Source: an optimization exercise on an open RTL-to-GDS flow (aim: small area, a short achievable clock period and few clock cycles per item). Production flows keep margins and buffers that such runs may drop. RTL that was checked went through simulation tests only; none was proved equivalent to the original. Power figures rest on the tool's default switching activity, not on a simulated workload.

==> try-raven: inputs <==
==> flow/design.v (excerpt) <==
module ordered_unique_list_table #(
  parameter int CAPACITY = 16
) (
  input  logic        clk,
  input  logic        rst_n,
  input  logic        in_tvalid,
  output logic        in_tready,
  input  logic [39:0] in_tdata,    
  output logic        out_tvalid,
  input  logic        out_tready,
  output logic [15:0] out_tdata    
);
  localparam int CW   = $clog2(CAPACITY + 1);
  localparam int PW   = oult_pkg::PosW + 1;
  localparam int OUTQ = 3;
  localparam int OW   = $clog2(OUTQ + 1);
  localparam int RW   = 4 + oult_pkg::CountW;    
  logic [CAPACITY-1:0] valid_r;
  logic [CW-1:0]       count_r;
  logic                vld2_r;
  logic                ins2_r;      
  logic                bad2_r;      
  logic [CAPACITY-1:0] hit2_r;      
  logic                okv2_r;      
  logic                remv2_r;     
  logic                pres2_r;     
  logic [CAPACITY-1:0] park2_r;     
  logic [CAPACITY-1:0] spare_r;
  logic                no_spare_r;   
  ...
==> flow/config.mk <==
export PLATFORM = sky130hd
export DESIGN_NAME = ordered_unique_list_table
export DESIGN_NICKNAME = ordered_unique_list_table
export VERILOG_FILES = /design/flow/design.v
export SDC_FILE = /design/flow/constraint.sdc
export NUM_CORES = 4
export LEC_CHECK = 0
export CAP_MARGIN = 20
export CORE_MARGIN = 2
export CORE_UTILIZATION = 70
export CTS_CLUSTER_DIAMETER = 80
export CTS_CLUSTER_SIZE = 25
export SETUP_SLACK_MARGIN = 2.2
export SLEW_MARGIN = 20
==> flow/constraint.sdc <==
create_clock -name core_clock -period 4.5 [get_ports {clk}]
set_input_delay 0.9000 -clock core_clock [delete_from_list [all_inputs] [get_ports {clk}]]
set_output_delay 0.9000 -clock core_clock [all_outputs]
set_load 0.01 [all_outputs]
run.sh (not shown) runs the stock make flow with config.mk's settings and CLKGATE_MAP_FILE= SYNTH_SCRIPT=/design/flow/synth_recipe.tcl, a recipe that flattens the netlist after the stock synthesis.
==> try-amber (differences from try-raven) <==
--- a/flow/design.v
+++ b/flow/design.v
@@ -27,12 +27,78 @@
 );
   logic [oult_pkg::ValueW-1:0] entry_r;
   always_ff @(posedge clk) begin
     if (load) entry_r <= wr_val;
   end
   assign eq = (entry_r == key);
+endmodule
+module oult_first #(
+  parameter int N = 16
+) (
+  input  logic [N-1:0] x,
+  output logic [N-1:0] first
+);
+  localparam int L = $clog2(N);
+  logic [N-1:0] anyset [L+1];
+  always_comb begin
+    anyset[0] = x;
+    for (int l = 1; l <= L; l++) begin
+      anyset[l] = '0;
+      for (int i = 0; i < (N >> l); i++) anyset[l][i] = anyset[l-1][2*i] | anyset[l-1][2*i+1];
+    end
+    for (int k = 0; k < N; k++) begin
+      logic lower;
+      lower = 1'b0;
+      for (int l = 0; l < L; l++) begin
+        if ((k >> l) % 2 == 1) lower = lower | anyset[l][(k >> l) - 1];
+      end
+      first[k] = x[k] && !lower;
+    end
+  end
+endmodule
+module oult_hits #(
+  parameter int N = 16
+) (
+  input  logic [N-1:0] eq,
+  input  logic [N-1:0] valid,
+  output logic [N-1:0] hit,
+  output logic         present
+);
+  assign hit     = eq & valid;
+  assign present = |hit;
+endmodule
+module oult_poscheck #(
+  parameter int CAPACITY = 16
+) (
+  input  logic [oult_pkg::PosW-1:0]          pos,
+  input  logic [$clog2(CAPACITY + 1)-1:0]    count,
+  input  logic                               is_ins,
+  input  logic                               do_ins,
+  input  logic                               do_rem,
+  output logic                               bad,
+  output logic                               ins_ok
+);
+  localparam int CW = $clog2(CAPACITY + 1);
+  localparam int PW = oult_pkg::PosW + 1;
+  localparam int NC = CAPACITY + 2;    
+  logic [NC-1:0] pos_gt;                
+  logic [NC-1:0] cnt_is;                
+  logic          gt_inc, gt_same, gt_dec;
+  logic          full_nxt;
+  always_comb begin
+    for (int c = 0; c < NC; c++) begin
+      pos_gt[c] = PW'(pos) > PW'(c);
+      cnt_is[c] = PW'(count) == PW'(c);
+    end
+  end
+  assign gt_same  = |(pos_gt & cnt_is);
+  assign gt_inc   = |(pos_gt & {cnt_is[NC-2:0], 1'b0});    
+  assign gt_dec   = |(pos_gt & {1'b0, cnt_is[NC-1:1]});    
+  assign bad      = do_ins ? gt_inc : do_rem ? gt_dec : gt_same;
+  assign full_nxt = do_ins ? cnt_is[CAPACITY-1] : do_rem ? 1'b0 : cnt_is[CAPACITY];
+  assign ins_ok   = is_ins && !bad && !full_nxt;
 endmodule
 `timescale 1ns / 1ps
 module ordered_unique_list_table #(
   parameter int CAPACITY = 16
 ) (
   input  logic        clk,
@@ -112,28 +178,20 @@
   logic [CAPACITY-1:0] cand;
   logic [CAPACITY-1:0] first_c;
   logic                none_c;
   logic [CAPACITY-1:0] spare_nxt;
   assign cand   = ~valid_r & ~spare_r & ~park2_r;
   assign none_c = ~|cand;
-  localparam int NG = CAPACITY / 4;
-  logic [NG-1:0] grp_any;
-  always_comb begin
-    for (int g = 0; g < NG; g++) grp_any[g] = |cand[4*g +: 4];
-    for (int k = 0; k < CAPACITY; k++) begin
-      logic lower_grp, lower_in;
-      lower_grp = 1'b0;
-      for (int g = 0; g < NG; g++) if (g < k / 4) lower_grp = lower_grp | grp_any[g];
-      lower_in = 1'b0;
-      for (int j = 0; j < 4; j++) if (4 * (k / 4) + j < k) lower_in = lower_in | cand[4 * (k / 4) + j];
-      first_c[k] = cand[k] && !lower_in && !lower_grp;
-    end
-  end
-  assign spare_nxt = no_spare            ? (parked2 ? rem_k : '0) :
-                     !none_c             ? first_c :
+  oult_first #(.N(CAPACITY)) u_first (
+    .x     (cand),
+    .first (first_c)
+  );
+  logic [CAPACITY-1:0] fallback;
+  assign fallback  = no_spare            ? (parked2 ? rem_k : '0) :
                      (parked2 && !do_ins) ? park2_r : rem_k;
+  assign spare_nxt = first_c | (fallback & {CAPACITY{none_c}});
   logic rem_any;
   logic no_spare_nxt;
   logic parked_nxt;
   assign rem_any      = do_rem;
   assign no_spare_nxt = no_spare ? !(parked2 && rem_any) :
                         none_c && !(parked2 && !do_ins) && !rem_any;
@@ -146,29 +204,29 @@
       .wr_val (in_val),
       .key    (in_val),
       .eq     (eq_k[k])
     );
   end
   logic [CAPACITY-1:0] hit_nxt;
-  assign hit_nxt = eq_k & valid_nxt;
-  localparam int NC = CAPACITY + 2;    
-  logic [NC-1:0] pos_gt;                
-  logic [NC-1:0] cnt_is;                
-  logic          gt_inc, gt_same, gt_dec;
-  logic          bad_nxt, full_nxt;
-  always_comb begin
-    for (int c = 0; c < NC; c++) begin
-      pos_gt[c] = PW'(in_pos) > PW'(c);
-      cnt_is[c] = PW'(count_r) == PW'(c);
-    end
-  end
-  assign gt_same = |(pos_gt & cnt_is);
-  assign gt_inc  = |(pos_gt & {cnt_is[NC-2:0], 1'b0});    
-  assign gt_dec  = |(pos_gt & {1'b0, cnt_is[NC-1:1]});    
-  assign bad_nxt  = do_ins ? gt_inc : do_rem ? gt_dec : gt_same;
-  assign full_nxt = do_ins ? (count_r == CW'(CAPACITY - 1)) : do_rem ? 1'b0 : full;
+  logic                pres_nxt;
+  oult_hits #(.N(CAPACITY)) u_hits (
+    .eq      (eq_k),
+    .valid   (valid_nxt),
+    .hit     (hit_nxt),
+    .present (pres_nxt)
+  );
+  logic bad_nxt, okv_nxt;
+  oult_poscheck #(.CAPACITY(CAPACITY)) u_poscheck (
+    .pos     (in_pos),
+    .count   (count_r),
+    .is_ins  (in_acc && in_cmd == oult_pkg::CMD_INSERT),
+    .do_ins  (do_ins),
+    .do_rem  (do_rem),
+    .bad     (bad_nxt),
+    .ins_ok  (okv_nxt)
+  );
   logic          push;
   logic [RW-1:0] res;
   assign push = vld2_r;
   assign res  = {count_nxt[oult_pkg::CountW-1:0], present, status};
   logic [OUTQ-1:0] qv_pop, qv_hold;
   logic [RW-1:0]   qd_pop [OUTQ];
@@ -195,39 +253,40 @@
   assign pop_sel = out_tready && qv_r[0];
   always_ff @(posedge clk) begin
     if (!rst_n) begin
       valid_r <= '0;
       count_r <= '0;
       spare_r <= CAPACITY'(1);
+      park2_r <= '0;
       no_spare_r <= 1'b0;
       parked2_r  <= 1'b0;
       vld2_r  <= 1'b0;
       okv2_r  <= 1'b0;
       remv2_r <= 1'b0;
       qv_r    <= '0;
       outst_r <= '0;
       rdy_r   <= 1'b1;
     end else begin
       valid_r <= valid_nxt;
       count_r <= count_nxt;
       spare_r <= spare_nxt;
+      park2_r <= park_nxt;
       no_spare_r <= no_spare_nxt;
       parked2_r  <= parked_nxt;
       vld2_r  <= in_acc;
-      okv2_r  <= in_acc && in_cmd == oult_pkg::CMD_INSERT && !bad_nxt && !full_nxt;
+      okv2_r  <= okv_nxt;
       remv2_r <= in_acc && in_cmd == oult_pkg::CMD_REMOVE;
       qv_r    <= pop_sel ? qv_pop : qv_hold;
       outst_r <= pop_sel ? outst_pop : outst_hold;
       rdy_r   <= pop_sel ? (outst_pop < OW'(OUTQ)) : (outst_hold < OW'(OUTQ));
     end
   end
   always_ff @(posedge clk) begin
     ins2_r  <= in_cmd == oult_pkg::CMD_INSERT;
     bad2_r  <= bad_nxt;
     hit2_r  <= hit_nxt & {CAPACITY{rst_n && in_acc && in_cmd == oult_pkg::CMD_REMOVE}};
-    pres2_r <= |hit_nxt;
-    park2_r <= park_nxt;
+    pres2_r <= pres_nxt;
     for (int i = 0; i < OUTQ; i++) qd_r[i] <= pop_sel ? qd_pop[i] : qd_hold[i];
   end
   assign out_tvalid = qv_r[0];
   assign out_tdata  = {7'd0, qd_r[0]};
 endmodule
SYNTH_HIERARCHICAL = 1   (was unset)
==> try-delta (differences from try-raven) <==
==> flow/design.v (replaced) <==
`timescale 1ns / 1ps
package oult_pkg;
  localparam int ValueW = 32;
  localparam int PosW   = 5;
  localparam int CountW = 5;
  typedef enum logic [1:0] {
    CMD_LOOKUP = 2'd0,
    CMD_INSERT = 2'd1,
    CMD_REMOVE = 2'd2,
    CMD_SPARE  = 2'd3
  } cmd_t;
  typedef enum logic [2:0] {
    STAT_OK       = 3'd0,
    STAT_RANGE    = 3'd1,
    STAT_DUP      = 3'd2,
    STAT_NOTFOUND = 3'd3,
    STAT_FULL     = 3'd4
  } status_t;
endpackage
`timescale 1ns / 1ps
module oult_cell (
  input  logic                          clk,
  input  logic                          load,
  input  logic [oult_pkg::ValueW-1:0]   wr_val,
  input  logic [oult_pkg::ValueW-1:0]   key,
  output logic                          eq
);
  logic [oult_pkg::ValueW-1:0] entry_r;
  always_ff @(posedge clk) begin
    if (load) entry_r <= wr_val;
  end
  assign eq = (entry_r == key);
endmodule
`timescale 1ns / 1ps
module ordered_unique_list_table #(
  parameter int CAPACITY = 16
) (
  input  logic        clk,
  input  logic        rst_n,
  input  logic        in_tvalid,
  output logic        in_tready,
  input  logic [39:0] in_tdata,    
  output logic        out_tvalid,
  input  logic        out_tready,
  output logic [15:0] out_tdata    
);
  localparam int CW   = $clog2(CAPACITY + 1);
  localparam int PW   = oult_pkg::PosW + 1;
  localparam int OUTQ = 3;
  localparam int OW   = $clog2(OUTQ + 1);
  localparam int RW   = 4 + oult_pkg::CountW;    
  logic [CAPACITY-1:0] valid_r;
  logic [CW-1:0]       count_r;
  logic                vld2_r;
  logic                ins2_r;      
  logic                rem2_r;      
  logic                bad2_r;      
  logic                ok2_r;       
  logic [CAPACITY-1:0] hit2_r;
  logic                pres2_r;     
  logic [CAPACITY-1:0] park2_r;     
  logic [CAPACITY-1:0] spare_r;
  logic [OUTQ-1:0]     qv_r;
  logic [RW-1:0]       qd_r [OUTQ];
  logic [OW-1:0]       outst_r;     
  logic                rdy_r;
  logic                        in_acc;
  logic [1:0]                  in_cmd;
  logic [oult_pkg::PosW-1:0]   in_pos;
  logic [oult_pkg::ValueW-1:0] in_val;
  assign in_tready = rdy_r;
  assign in_acc    = in_tvalid && rdy_r;
  assign in_cmd    = in_tdata[1:0];
  assign in_pos    = in_tdata[6:2];
  assign in_val    = in_tdata[38:7];
  logic                present;
  logic                full;
  logic                do_ins;
  logic                do_rem;
  logic [CAPACITY-1:0] ins_k;
  logic [CAPACITY-1:0] rem_k;
  logic [CW-1:0]       count_nxt;
  logic [2:0]          status;
  assign present = pres2_r;
  assign full    = count_r[CW-1];    
  assign do_ins  = vld2_r && ok2_r && !present;
  assign do_rem  = vld2_r && rem2_r && present;
  assign ins_k   = park2_r & {CAPACITY{do_ins}};
  assign rem_k   = hit2_r & {CAPACITY{vld2_r && rem2_r}};
  logic [CW-1:0] count_inc, count_dec;
  assign count_inc = count_r + CW'(1);
  assign count_dec = count_r - CW'(1);
  assign count_nxt = do_ins ? count_inc : do_rem ? count_dec : count_r;
  always_comb begin
    if (ins2_r) begin
      if (bad2_r)       status = oult_pkg::STAT_RANGE;
      else if (present) status = oult_pkg::STAT_DUP;
      else if (full)    status = oult_pkg::STAT_FULL;
      else              status = oult_pkg::STAT_OK;
    end else begin
      status = present ? oult_pkg::STAT_OK : oult_pkg::STAT_NOTFOUND;
    end
  end
  logic [CAPACITY-1:0] valid_nxt;
  assign valid_nxt = (valid_r & ~rem_k) | ins_k;
  logic                no_spare;
  logic                parked2;
  logic [CAPACITY-1:0] park_nxt;
  assign no_spare = ~|spare_r;
  assign parked2  = |park2_r;
  assign park_nxt = spare_r |
                    ({CAPACITY{no_spare}} & (parked2 ? park2_r & {CAPACITY{!do_ins}} : rem_k));
  logic [CAPACITY-1:0] cand, cand_ins;
  logic [CAPACITY-1:0] first_c, first_ci;
  logic                none_c;
  logic [CAPACITY-1:0] spare_nxt;
  assign cand     = ~valid_r & ~spare_r;
  assign cand_ins = cand & ~park2_r;
  assign none_c   = ~|cand;
  always_comb begin
    for (int k = 0; k < CAPACITY; k++) begin
      first_c[k]  = cand[k] && !(|(cand & ((CAPACITY'(1) << k) - CAPACITY'(1))));
      first_ci[k] = cand_ins[k] && !(|(cand_ins & ((CAPACITY'(1) << k) - CAPACITY'(1))));
    end
  end
  assign spare_nxt = no_spare ? (parked2 ? rem_k : '0) :
                     do_ins   ? first_ci :
                     none_c   ? rem_k : first_c;
  logic [CAPACITY-1:0] eq_k;
  for (genvar k = 0; k < CAPACITY; k++) begin : g_slot
    oult_cell u_cell (
      .clk    (clk),
      .load   (park_nxt[k]),
      .wr_val (in_val),
      .key    (in_val),
      .eq     (eq_k[k])
    );
  end
  logic [CAPACITY-1:0] hit_nxt;
  assign hit_nxt = eq_k & valid_nxt;
  logic gt_inc, gt_same, gt_dec;
  logic bad_nxt, full_nxt;
  assign gt_inc  = PW'(in_pos) > PW'(count_inc);
  assign gt_same = PW'(in_pos) > PW'(count_r);
  assign gt_dec  = PW'(in_pos) > PW'(count_dec);
  assign bad_nxt  = do_ins ? gt_inc : do_rem ? gt_dec : gt_same;
  assign full_nxt = do_ins ? (count_r == CW'(CAPACITY - 1)) : do_rem ? 1'b0 : full;
  logic          push;
  logic [RW-1:0] res;
  assign push = vld2_r;
  assign res  = {count_nxt[oult_pkg::CountW-1:0], present, status};
  logic [OUTQ-1:0] qv_pop, qv_hold;
  logic [RW-1:0]   qd_pop [OUTQ];
  logic [RW-1:0]   qd_hold [OUTQ];
  always_comb begin
    for (int i = 0; i < OUTQ; i++) begin
      logic above, below, tgt_p, tgt_h;
      above = (i + 1 < OUTQ) ? qv_r[(i + 1) % OUTQ] : 1'b0;
      below = (i == 0) ? 1'b1 : qv_r[(i + OUTQ - 1) % OUTQ];
      tgt_h      = push && !qv_r[i] && below;
      qv_hold[i] = qv_r[i] || tgt_h;
      qd_hold[i] = tgt_h ? res : qd_r[i];
      tgt_p     = push && qv_r[i] && !above;
      qv_pop[i] = above || tgt_p;
      if (tgt_p)          qd_pop[i] = res;
      else if (i + 1 < OUTQ) qd_pop[i] = qd_r[(i + 1) % OUTQ];
      else                qd_pop[i] = qd_r[i];
    end
  end
  logic [OW-1:0] outst_pop, outst_hold;
  assign outst_pop  = in_acc ? outst_r : outst_r - OW'(1);
  assign outst_hold = in_acc ? outst_r + OW'(1) : outst_r;
  logic pop_sel;
  assign pop_sel = out_tready && qv_r[0];
  always_ff @(posedge clk) begin
    if (!rst_n) begin
      valid_r <= '0;
      count_r <= '0;
      spare_r <= CAPACITY'(1);
      vld2_r  <= 1'b0;
      qv_r    <= '0;
      outst_r <= '0;
      rdy_r   <= 1'b1;
    end else begin
      valid_r <= valid_nxt;
      count_r <= count_nxt;
      spare_r <= spare_nxt;
      vld2_r  <= in_acc;
      qv_r    <= pop_sel ? qv_pop : qv_hold;
      outst_r <= pop_sel ? outst_pop : outst_hold;
      rdy_r   <= pop_sel ? (outst_pop < OW'(OUTQ)) : (outst_hold < OW'(OUTQ));
    end
  end
  always_ff @(posedge clk) begin
    ins2_r  <= in_cmd == oult_pkg::CMD_INSERT;
    rem2_r  <= in_cmd == oult_pkg::CMD_REMOVE;
    bad2_r  <= bad_nxt;
    ok2_r   <= in_cmd == oult_pkg::CMD_INSERT && !bad_nxt && !full_nxt;
    hit2_r  <= hit_nxt;
    pres2_r <= |hit_nxt;
    park2_r <= park_nxt;
    for (int i = 0; i < OUTQ; i++) qd_r[i] <= pop_sel ? qd_pop[i] : qd_hold[i];
  end
  assign out_tvalid = qv_r[0];
  assign out_tdata  = {7'd0, qd_r[0]};
endmodule
CORE_UTILIZATION = 60   (was 70)
CTS_CLUSTER_DIAMETER = unset   (was 80)
CTS_CLUSTER_SIZE = unset   (was 25)
==> summary of the runs <==
- try-raven ran to the end with no violations. try-delta completed without violations. try-amber completed with no timing, DRC or antenna violations.
- Worst setup slack: try-delta is better than try-raven (0.18 ns).
- In try-delta the clock power is larger than in try-raven, by about 60%.
- Final cell count: try-delta > try-amber > try-raven.
- In try-raven the maximum frequency is higher than in try-amber, by about 8%.
- Register-to-register slack: try-raven is better than try-amber (0.06 ns).
- Against try-delta, the non-clock buffer count of try-raven is lower by 24.
- Sequential power: try-raven is larger than try-amber (about 0.8%).
- Of try-amber and try-delta, try-delta has the higher power (gap 36%, measured against try-delta).
==> figures <==
quantity	try-amber	try-delta	try-raven
Run status	complete, no violations	complete, no violations	complete, no violations
Tot GR Track Use	0.2748	0.2938	0.3148
Number of library cell types mapped by synthesis	84	58	68
Arithmetic-cell share of the synthesized area counting full adders, half adders and majority gates	0.001717	0.008081	0.004312
Post-layout min period	2.612 ns	2.242 ns	2.425 ns
Hold WS	0.5052 ns	0.4981 ns	0.4699 ns
Cell count after synthesis	1,837	1,786	1,863
Multi-input gate share of the layout cell area	0.2942	0.2823	0.2920
Via count of the first global-routing pass	15,427	15,091	15,159
Clock network share of area	0.03145	0.06274	0.03126
Global Route met1 Usage	0.3799	0.4298	0.4397
Vertical die dimension	200.3 um	213.5 um	199.3 um
Upper clock frequency limit	382.9 MHz	445.9 MHz	412.3 MHz
Hold-critical path endpoint	vld2_r	spare_r[8]	spare_r[12]
Register-to-Register Path Depth	6	5	7
Final HPWL from detailed placement	32,870 um	37,810 um	38,320 um
Power dissipated in the clock network	3.10 mW	5.00 mW	3.08 mW
Power Dens Cells	338.7 nW/um2	511.2 nW/um2	350.0 nW/um2
Testbench counts of try-delta, summed over its fixed seeds: cycles 12,016, items 12,000.
Function not checked in try-raven and try-amber: the RTL went through the layout flow alone.

[re-timing with driven ports]
Ports are ideal in the flow. The routed layouts listed here were re-timed in OpenROAD.
Step 1: set_driving_cell puts a clkbuf_16 on clk and a buf_2 on each other input, an assumption about the parent block.
Step 2 times the ports against the registers' clock, not the clock port: input delays grow and output delays shrink by t, the midpoint of the rising clock arrivals with the driver on.
a / b / c = ideal ports / drivers / drivers and shift; a / b = the first two.
run	t (ns)	setup slack, ns	worst setup path at the end
try-raven	0.659	2.075 / 2.075 / 1.582	input to register
try-amber	0.657	1.888 / 1.903 / 1.246	input to register
try-delta	0.673	2.258 / 2.233 / 1.625	input to register
After both steps every run listed still meets setup and hold. For try-amber, which loses most, drivers alone change the setup slack by +0.015 ns; drivers and shift together by -0.642 ns.
